What follows belongs to an exercise in optimizing a design on an open flow for small area; a production flow would make more cautious choices.
Only simulation tests tie the RTL to the original design; equivalence was not proved.
Power is estimated from default activity; no workload was simulated.

--- design/flow/design.v ---
package pcie_cq_pkg;
   localparam int cq_data_w = 256;
   localparam int dw_w      = 32;
   localparam int half_w    = cq_data_w / 2;   
   localparam int len_w     = 11;              
   localparam int addr_w    = 11;              
   localparam int type_w    = 4;
   localparam int tc_w      = 3;
   localparam int attr_w    = 3;
   localparam int rid_w     = 16;
   localparam int tag_w     = 8;
   localparam int be_w      = 8;
   localparam logic [type_w-1:0] req_type_rd = 4'd0;   
   localparam logic [type_w-1:0] req_type_wr = 4'd1;   
   localparam int addr_lsb = 2;     
   localparam int len_lsb  = 64;
   localparam int type_lsb = 75;
   localparam int rid_lsb  = 80;
   localparam int tag_lsb  = 96;
   localparam int tc_lsb   = 121;
   localparam int attr_lsb = 124;
   localparam logic [len_w-1:0] head_dw = 11'd4;   
   localparam logic [len_w-1:0] beat_dw = 11'd8;   
   typedef struct packed {
      logic [cq_data_w-1:0] data;
      logic                 last;
      logic [be_w-1:0]      first_be;
   } cq_beat_t;
   typedef struct packed {
      logic [tc_w-1:0]   tc;
      logic [attr_w-1:0] attr;
      logic [len_w-1:0]  len;
      logic [rid_w-1:0]  rid;
      logic [tag_w-1:0]  tag;
      logic [be_w-1:0]   be;
      logic [addr_w-1:0] addr;
   } rd_req_t;
   typedef struct packed {
      logic                 start;   
      logic [len_w-1:0]     len;     
      logic [cq_data_w-1:0] data;
   } wr_evt_t;
   typedef struct packed {
      logic [cq_data_w-1:0] data;
      logic                 last;
   } fifo_word_t;
endpackage
package rx_monitor_pkg;
   localparam int window_cycles_default = 2500;
   localparam int count_w = 32;      
   localparam int hist_depth = 10;   
   typedef logic [hist_depth-1:0][count_w-1:0] tp_hist_t;
endpackage
`timescale 1ns/100ps
module cq_request_decoder (
   input  logic                  clk,
   input  logic                  rst_n,
   input  logic                  cq_valid_i,
   input  pcie_cq_pkg::cq_beat_t cq_beat_i,
   input  logic                  compl_done_i,
   input  logic                  flush_stall_i,
   output logic                  cq_ready_o,
   output logic                  req_compl_o,
   output pcie_cq_pkg::rd_req_t  rd_req_o,
   output logic                  wr_evt_valid_o,
   output pcie_cq_pkg::wr_evt_t  wr_evt_o
);
   typedef enum logic {
      st_idle,
      st_rd_wait      
   } state_t;
   state_t state_q;
   logic   ready_q;
   logic   in_pkt_q;    
   logic   wr_pkt_q;    
   logic   drain_q;     
   logic                           sop;
   logic                           take;
   logic [pcie_cq_pkg::type_w-1:0] hdr_type;
   logic [pcie_cq_pkg::len_w-1:0]  hdr_len;
   logic                           hdr_wr;
   logic                           hdr_rd1;
   logic                           rd_block;
   logic                           rd_hit;
   logic                           wr_beat;
   assign sop      = cq_valid_i && !in_pkt_q;
   assign hdr_type = cq_beat_i.data[pcie_cq_pkg::type_lsb +: pcie_cq_pkg::type_w];
   assign hdr_len  = cq_beat_i.data[pcie_cq_pkg::len_lsb +: pcie_cq_pkg::len_w];
   assign hdr_wr   = hdr_type == pcie_cq_pkg::req_type_wr;
   assign hdr_rd1  = (hdr_type == pcie_cq_pkg::req_type_rd) &&
                     (hdr_len == pcie_cq_pkg::len_w'(1));     
   assign rd_block   = sop && hdr_rd1 && (wr_evt_valid_o || drain_q);
   assign cq_ready_o = ready_q && !flush_stall_i && !rd_block;
   assign take       = cq_valid_i && cq_ready_o;
   assign rd_hit     = take && sop && hdr_rd1;
   assign wr_beat    = take && (sop ? hdr_wr : wr_pkt_q);
   always_ff @(posedge clk) begin
      if (!rst_n) begin
         in_pkt_q <= 1'b0;
         wr_pkt_q <= 1'b0;
      end else if (take) begin
         in_pkt_q <= !cq_beat_i.last;
         wr_pkt_q <= !cq_beat_i.last && (sop ? hdr_wr : wr_pkt_q);
      end
   end
   always_ff @(posedge clk) begin
      if (!rst_n) begin
         state_q     <= st_idle;
         ready_q     <= 1'b1;
         req_compl_o <= 1'b0;
      end else begin
         case (state_q)
            st_idle: begin
               if (rd_hit) begin
                  state_q     <= st_rd_wait;
                  ready_q     <= 1'b0;            
                  req_compl_o <= 1'b1;
               end else begin
                  ready_q <= 1'b1;                
               end
            end
            st_rd_wait: begin
               if (compl_done_i) begin
                  state_q     <= st_idle;
                  req_compl_o <= 1'b0;
               end
            end
         endcase
      end
   end
   always_ff @(posedge clk) begin
      if (rd_hit) begin
         rd_req_o.tc   <= cq_beat_i.data[pcie_cq_pkg::tc_lsb +: pcie_cq_pkg::tc_w];
         rd_req_o.attr <= cq_beat_i.data[pcie_cq_pkg::attr_lsb +: pcie_cq_pkg::attr_w];
         rd_req_o.len  <= hdr_len;
         rd_req_o.rid  <= cq_beat_i.data[pcie_cq_pkg::rid_lsb +: pcie_cq_pkg::rid_w];
         rd_req_o.tag  <= cq_beat_i.data[pcie_cq_pkg::tag_lsb +: pcie_cq_pkg::tag_w];
         rd_req_o.be   <= cq_beat_i.first_be;
         rd_req_o.addr <= cq_beat_i.data[pcie_cq_pkg::addr_lsb +: pcie_cq_pkg::addr_w];
      end
   end
   always_ff @(posedge clk) begin
      if (!rst_n) begin
         wr_evt_valid_o <= 1'b0;
         drain_q        <= 1'b0;
      end else begin
         wr_evt_valid_o <= wr_beat;
         drain_q        <= flush_stall_i;   
      end
   end
   always_ff @(posedge clk) begin
      if (wr_beat) begin
         wr_evt_o.start <= sop;
         wr_evt_o.len   <= hdr_len;          
         wr_evt_o.data  <= cq_beat_i.data;
      end
   end
endmodule
`timescale 1ns/100ps
module cq_write_packer (
   input  logic                    clk,
   input  logic                    rst_n,
   input  logic                    wr_evt_valid_i,
   input  pcie_cq_pkg::wr_evt_t    wr_evt_i,
   output logic                    fifo_we_o,
   output pcie_cq_pkg::fifo_word_t fifo_word_o,
   output logic                    flush_stall_o
);
   logic [pcie_cq_pkg::len_w-1:0]  rem_q;     
   logic [pcie_cq_pkg::half_w-1:0] hold_q;    
   logic                           hdr_evt;
   logic                           dat_evt;
   logic                           short_pkt;
   logic                           rem_gt_beat;
   logic                           rem_ends;
   logic                           flush_now;
   logic [pcie_cq_pkg::half_w-1:0] upper;
   logic [pcie_cq_pkg::half_w-1:0] lower;
   function automatic logic [pcie_cq_pkg::cq_data_w-1:0] dw_mask(
      input logic [pcie_cq_pkg::len_w-1:0] n
   );
      logic [pcie_cq_pkg::cq_data_w-1:0] m;
      m = '0;
      for (int i = 0; i < 8; i++) begin
         if (n > i) begin
            m[i*pcie_cq_pkg::dw_w +: pcie_cq_pkg::dw_w] = '1;
         end
      end
      dw_mask = m;
   endfunction
   assign upper = wr_evt_i.data[pcie_cq_pkg::cq_data_w-1 -: pcie_cq_pkg::half_w];
   assign lower = wr_evt_i.data[pcie_cq_pkg::half_w-1:0];
   assign hdr_evt     = wr_evt_valid_i && wr_evt_i.start;
   assign dat_evt     = wr_evt_valid_i && !wr_evt_i.start && (rem_q != '0);
   assign short_pkt   = wr_evt_i.len <= pcie_cq_pkg::head_dw;   
   assign rem_gt_beat = rem_q > pcie_cq_pkg::beat_dw;
   assign rem_ends    = rem_gt_beat &&
                        (rem_q <= pcie_cq_pkg::beat_dw + pcie_cq_pkg::head_dw);
   assign flush_now   = (rem_q != '0) && (rem_q <= pcie_cq_pkg::head_dw);
   assign flush_stall_o = dat_evt && rem_ends;
   always_ff @(posedge clk) begin
      if (!rst_n) begin
         rem_q     <= '0;
         fifo_we_o <= 1'b0;
      end else begin
         fifo_we_o <= 1'b0;
         if (hdr_evt) begin
            fifo_we_o <= short_pkt;
            rem_q     <= short_pkt ? '0 : wr_evt_i.len;
         end else if (dat_evt) begin
            fifo_we_o <= 1'b1;
            rem_q     <= rem_gt_beat ? rem_q - pcie_cq_pkg::beat_dw : '0;
         end else if (flush_now) begin
            fifo_we_o <= 1'b1;                  
            rem_q     <= '0;
         end
      end
   end
   always_ff @(posedge clk) begin
      if (hdr_evt) begin
         hold_q           <= upper;             
         fifo_word_o.data <= {{pcie_cq_pkg::half_w{1'b0}}, upper} & dw_mask(wr_evt_i.len);
         fifo_word_o.last <= 1'b1;
      end else if (dat_evt) begin
         hold_q           <= upper;
         fifo_word_o.data <= {lower, hold_q} & dw_mask(rem_q);
         fifo_word_o.last <= !rem_gt_beat;
      end else if (flush_now) begin
         fifo_word_o.data <= {{pcie_cq_pkg::half_w{1'b0}}, hold_q} & dw_mask(rem_q);
         fifo_word_o.last <= 1'b1;
      end
   end
endmodule
`timescale 1ns/100ps
module throughput_monitor #(
   parameter int window_cycles = rx_monitor_pkg::window_cycles_default
) (
   input  logic                     clk,
   input  logic                     rst_n,
   input  logic                     clear_i,
   input  logic                     sample_en_i,
   input  logic                     fifo_we_i,
   output rx_monitor_pkg::tp_hist_t tp_hist_o
);
   logic [rx_monitor_pkg::count_w-1:0] win_q;   
   logic [rx_monitor_pkg::count_w-1:0] cnt_q;   
   logic                               wrap;
   assign wrap = win_q == rx_monitor_pkg::count_w'(window_cycles - 1);
   always_ff @(posedge clk) begin
      if (!rst_n) begin
         win_q <= '0;
      end else if (clear_i) begin
         win_q <= '0;
      end else if (wrap) begin
         win_q <= '0;
      end else begin
         win_q <= win_q + 1'b1;
      end
   end
   always_ff @(posedge clk) begin
      if (!rst_n) begin
         cnt_q <= '0;
      end else if (clear_i) begin
         cnt_q <= '0;
      end else if (wrap) begin
         cnt_q <= {{(rx_monitor_pkg::count_w-1){1'b0}}, fifo_we_i};
      end else if (fifo_we_i) begin
         cnt_q <= cnt_q + 1'b1;
      end
   end
   logic [rx_monitor_pkg::hist_depth*rx_monitor_pkg::count_w-1:0] hist_q;
   always_ff @(posedge clk) begin
      if (!rst_n) begin
         hist_q <= '0;
      end else if (clear_i) begin
         hist_q <= '0;
      end else if (wrap && sample_en_i) begin
         hist_q <= {hist_q[(rx_monitor_pkg::hist_depth-1)*rx_monitor_pkg::count_w-1:0],
                    cnt_q};                                      
      end
   end
   assign tp_hist_o = hist_q;
endmodule
`timescale 1ns/100ps
module rx_engine_top #(
   parameter int window_cycles = rx_monitor_pkg::window_cycles_default
) (
   input  logic                     clk,
   input  logic                     rst_n,
   input  logic                     cq_valid_i,
   input  pcie_cq_pkg::cq_beat_t    cq_beat_i,
   input  logic                     compl_done_i,
   input  logic                     tp_clear_i,
   input  logic                     tp_sample_en_i,
   output logic                     cq_ready_o,
   output logic                     req_compl_o,
   output pcie_cq_pkg::rd_req_t     rd_req_o,
   output logic                     fifo_we_o,
   output pcie_cq_pkg::fifo_word_t  fifo_word_o,
   output rx_monitor_pkg::tp_hist_t tp_hist_o
);
   logic                 wr_evt_valid;
   pcie_cq_pkg::wr_evt_t wr_evt;
   logic                 flush_stall;    
   cq_request_decoder u_decoder (
      .clk            (clk),
      .rst_n          (rst_n),
      .cq_valid_i     (cq_valid_i),
      .cq_beat_i      (cq_beat_i),
      .compl_done_i   (compl_done_i),
      .flush_stall_i  (flush_stall),
      .cq_ready_o     (cq_ready_o),
      .req_compl_o    (req_compl_o),
      .rd_req_o       (rd_req_o),
      .wr_evt_valid_o (wr_evt_valid),
      .wr_evt_o       (wr_evt)
   );
   cq_write_packer u_packer (
      .clk            (clk),
      .rst_n          (rst_n),
      .wr_evt_valid_i (wr_evt_valid),
      .wr_evt_i       (wr_evt),
      .fifo_we_o      (fifo_we_o),
      .fifo_word_o    (fifo_word_o),
      .flush_stall_o  (flush_stall)
   );
   throughput_monitor #(
      .window_cycles (window_cycles)
   ) u_monitor (
      .clk         (clk),
      .rst_n       (rst_n),
      .clear_i     (tp_clear_i),
      .sample_en_i (tp_sample_en_i),
      .fifo_we_i   (fifo_we_o),
      .tp_hist_o   (tp_hist_o)
   );
endmodule
--- design/flow/run.sh ---
#!/bin/bash
# synth_recipe.tcl (not shown) runs the flow's synth.tcl, then flattens the netlist and writes it again
# the make line also repeats each setting of config.mk as NAME=value (left out here)
make -C /OpenROAD-flow-scripts/flow DESIGN_CONFIG=/design/flow/config.mk WORK_HOME=/design/flow/orfs CLKGATE_MAP_FILE= SYNTH_SCRIPT=/design/flow/synth_recipe.tcl finish
--- design/flow/config.mk ---
export PLATFORM = sky130hd
export DESIGN_NAME = rx_engine_top
export DESIGN_NICKNAME = rx_engine_top
export VERILOG_FILES = /design/flow/design.v
export SDC_FILE = /design/flow/constraint.sdc
export NUM_CORES = 4
export LEC_CHECK = 0
export CAP_MARGIN = 20
export CORE_MARGIN = 2
export CORE_UTILIZATION = 40
export SLEW_MARGIN = 20
--- design/flow/constraint.sdc ---
create_clock -name core_clock -period 5.0 [get_ports {clk}]
set_input_delay 1.0000 -clock core_clock [delete_from_list [all_inputs] [get_ports {clk}]]
set_output_delay 1.0000 -clock core_clock [all_outputs]
set_load 0.01 [all_outputs]
==> flow_summary.yaml <==
outcome:
  status: "no timing/DRC/antenna violations"
clock_network:
  cts_buffers: 113
  hold_buffers: 0
  cts_root_buf: "clkbuf_16"
  path_clk_slew_ns: 0.06
  htree_levels: 3
  tritoncts: "done"
  post_cts_resized: 0
  clk_latency_ns: 0.71
  cts_post_setup_buffers_inserted: 0
  clock_path_buffers: 3
  cts.sinks: 1105
timing:
  hold_violations: 0
  tightest_slew_ns: 1.17
  post-route-min-period_ns: 4.40
  maxSlewViolCount: 0
  period_share: 0.879
  hold_slack_ns: 0.444
  max_freq_mhz: 228
  relSlewSlack: 0.223
  skew_ns: 0.0348
  finalSetupViolCount: 0
  rsz0062_at_grt: "false"
logic_synthesis:
  synth_area_leader_cell: "edfxtp_1"
  ys_types: 62
  synthTopCellsByArea: "edfxtp_1, dfxtp_1, nand2_1"
  yosysMostFrequentCell: "edfxtp_1"
  synthTopCellsByCount: "edfxtp_1, nand2_1, dfxtp_1, a21oi_1"
  synth_fp_nets: 3177
  synthArstFlopShare: 0
  ys_ff_latch: 1105
  synth-edff-count: 701
  syn_avg_cell_area_sq_um: 13.2
  yosys_most_used_dff: "edfxtp_1"
  synth_top_area_share: 0.550
  ys.warnings.count: 3
  yosysSeqAreaShare: 0.762
  netlist_instances: 2901
  syn_area_sq_um: 38300
floorplan:
  initial_core_util: 0.403
  dieArea_sq_um: 98100
  fp.dieW_um: 313
  die_y_um: 313
  ios: 911
  rows: 113
  core_area_sq_um: 94900
critical_path:
  crit_chain: "clkdlybuf4s50_1 > nor4_1 > buf_4 > and3_1 > and3b_1 > nor2_1 > clkdlybuf4s50_1"
  worst-setup-path-type: "in2out"
  start_kind: "primary input"
  cpMostUsedCell: "clkdlybuf4s50_1"
  slowest_stage: "clkdlybuf4s50_1"
  cp.arrival_ns: 3.40
  cp.required_ns: 4.00
  max_stage_delay_ns: 0.57
  cp_max_fo: 3
  worst_setup_path_end_kind: "output pin"
pwr:
  p_switching_mw: 3.68
  p_leak_nw: 17.0
  p_per_area_nw_per_um2: 345
  vdd_drop_max_mv: 0.292
  sw_frac_of_total: 0.203
  pwr-share-clk: 0.442
  power.internal_mw: 14.4
  p_total_mw: 18.1
  seqPwrFrac: 0.536
  combPwrFrac: 0.023
final_layout:
  final_area_sq_um: 52400
  fillers: 7935
  area.sequential_sq_um: 29100
  multi_input_area_sq_um: 8540
  fin_nets: 4082
  drive_gt1_frac: 0.0597
  area.growth.synth_to_final_pct: 37.1
placement:
  hpwl_um: 88900
  port_buffers: 910
  routabilityCongestion: 0.896
  placed_area_sq_um: 48900
global_routing:
  grt_pass1_vias: 24433
  grt_antenna_before_repair: 21
  grt_usage: 0.245
  overflow: 0
  grt_max_degree: 202
  grt_first_pass_wirelength_um: 175000
routing:
  drtIter0Drc: 2181
  routed_via_density: 5.01
  drc: 0
  via_count: 25936
  routedWlPerCell_um: 24.0
  dr.pass1.iters: 5
  drtAntennaViolNets: 0
  totalWireLength_um: 124000
job:
  max_cap_viol_count: 0
worst_hold_path:
  hp-class: "reg2reg"
sequential cells by signal (all words and copies together), names as in the netlist, 11 cells and up:
name	flops
u_monitor.cnt_q	32
u_packer.fifo_word_o	257
u_packer.rem_q	11
u_monitor.win_q	32
u_decoder.wr_evt_o	257
u_decoder.rd_req_o	60
u_monitor.hist_q	320
u_packer.hold_q	128
area by class of cell:
type / instances / share of cell area
Multi-Input combinational cell: 1618 / 0.163
Clock buffer: 156 / 0.0596
Sequential cell: 1105 / 0.556
Clock inverter: 53 / 0.00690
Timing Repair Buffer: 952 / 0.183
Tap cell: 1265 / 0.0302
Inverter: 16 / 0.00146
Antenna cell: 10 / 0.000477
power by group through the flow:
stage / Sequential [mW] / Combinational (mW) / Clock, mW
after floorplan: 9.90 / 0.0878 / 0
after global placement: 9.89 / 0.406 / 0
after detailed placement: 9.89 / 0.409 / 0
after CTS: 9.70 / 0.412 / 8.18
after global routing: 9.69 / 0.435 / 8.54
final: 9.70 / 0.411 / 8.00
layout by cell type (no fill, tap or decap), types with 31 or more instances in the layout:
cell type / count
nand3_1: 31
dfxtp_1: 404
edfxtp_1: 701
nor2_1: 83
clkbuf_16: 116
a22o_1: 131
clkbuf_1: 33
and2_1: 131
nand2_1: 681
clkdlybuf4s50_1: 910
a21oi_1: 335
stage by stage:
step	setup TNS [ns]	instances	utilization	setup slack, ns
3_3_place_gp	0	4954	0.515	0.609
3_5_place_dp	0	4955	0.515	0.633
5_1_grt	0	5173	0.553	0.530
4_1_cts	0	5164	0.552	0.614
2_1_floorplan	-287.59	2901	-	-1.12
6_report	0	5175	0.553	0.605
cells by family after synthesis:
kind of cell,after synthesis,synth area share
DFF,1105,0.762
xor gates and xnor gates,53,0.0121
muxes,3,0.000818
AOI/OAI and AO/OA,523,0.0846
buffers and inverters,178,0.0192
and+or+nand+nor,1034,0.120
adders and majority gates,5,0.00164
worst paths after layout:
kind,end,from,cells after the start,slack [ns]
worst min-delay path,u_packer.hold_q[124]$_DFFE_PP_,u_decoder.wr_evt_o[252]$_DFFE_PP_,0,0.44
worst min register to register,u_packer.hold_q[124]$_DFFE_PP_,u_decoder.wr_evt_o[252]$_DFFE_PP_,0,0.44
worst max register to register,u_packer.fifo_word_o[199]$_SDFFCE_PP0P_,u_packer.rem_q[2]$_SDFFE_PN0P_,6,1.45
worst max-delay path,cq_ready_o,cq_beat_i[84],7,0.60
critical path, delay by kind of cell:
kind	cells	cell delay [ns]
buf+inv	3	1.26
simple gates	4	1.13
layer usage:
layer / up-vias / track usage / share of wire
met5: - / 0 / 0.00033
met2: 907 / 0.417 / 0.50
met1: 12721 / 0.294 / 0.39
met4: 6 / 0.0804 / 0.025
met3: 168 / 0.0799 / 0.085
li1: 12134 / - / -

what the ideal ports hide:
No port has a modelled driver above. Below, the same layout with a new extraction and two added sets of constraints.
Step 1, drivers: a clkbuf_16 drives clk and a buf_2 each remaining input, both assumed.
Step 2, shift: input delay + t, output delay - t, t = (earliest + latest rising clock arrival at the registers) / 2. This alone moves slack from input paths to output paths.
a / b / c = no drivers / after step 1 / after step 2; a / b = the first two.
t, ns: 0.762
setup slack, ns: 0.605 / 0.577 / 0.577
worst hold slack (ns): 0.444 / 0.444 / 0.444
After both steps setup and hold are still met in this run. For this run, drivers alone change the setup slack by -0.028 ns; drivers and shift together by -0.028 ns.
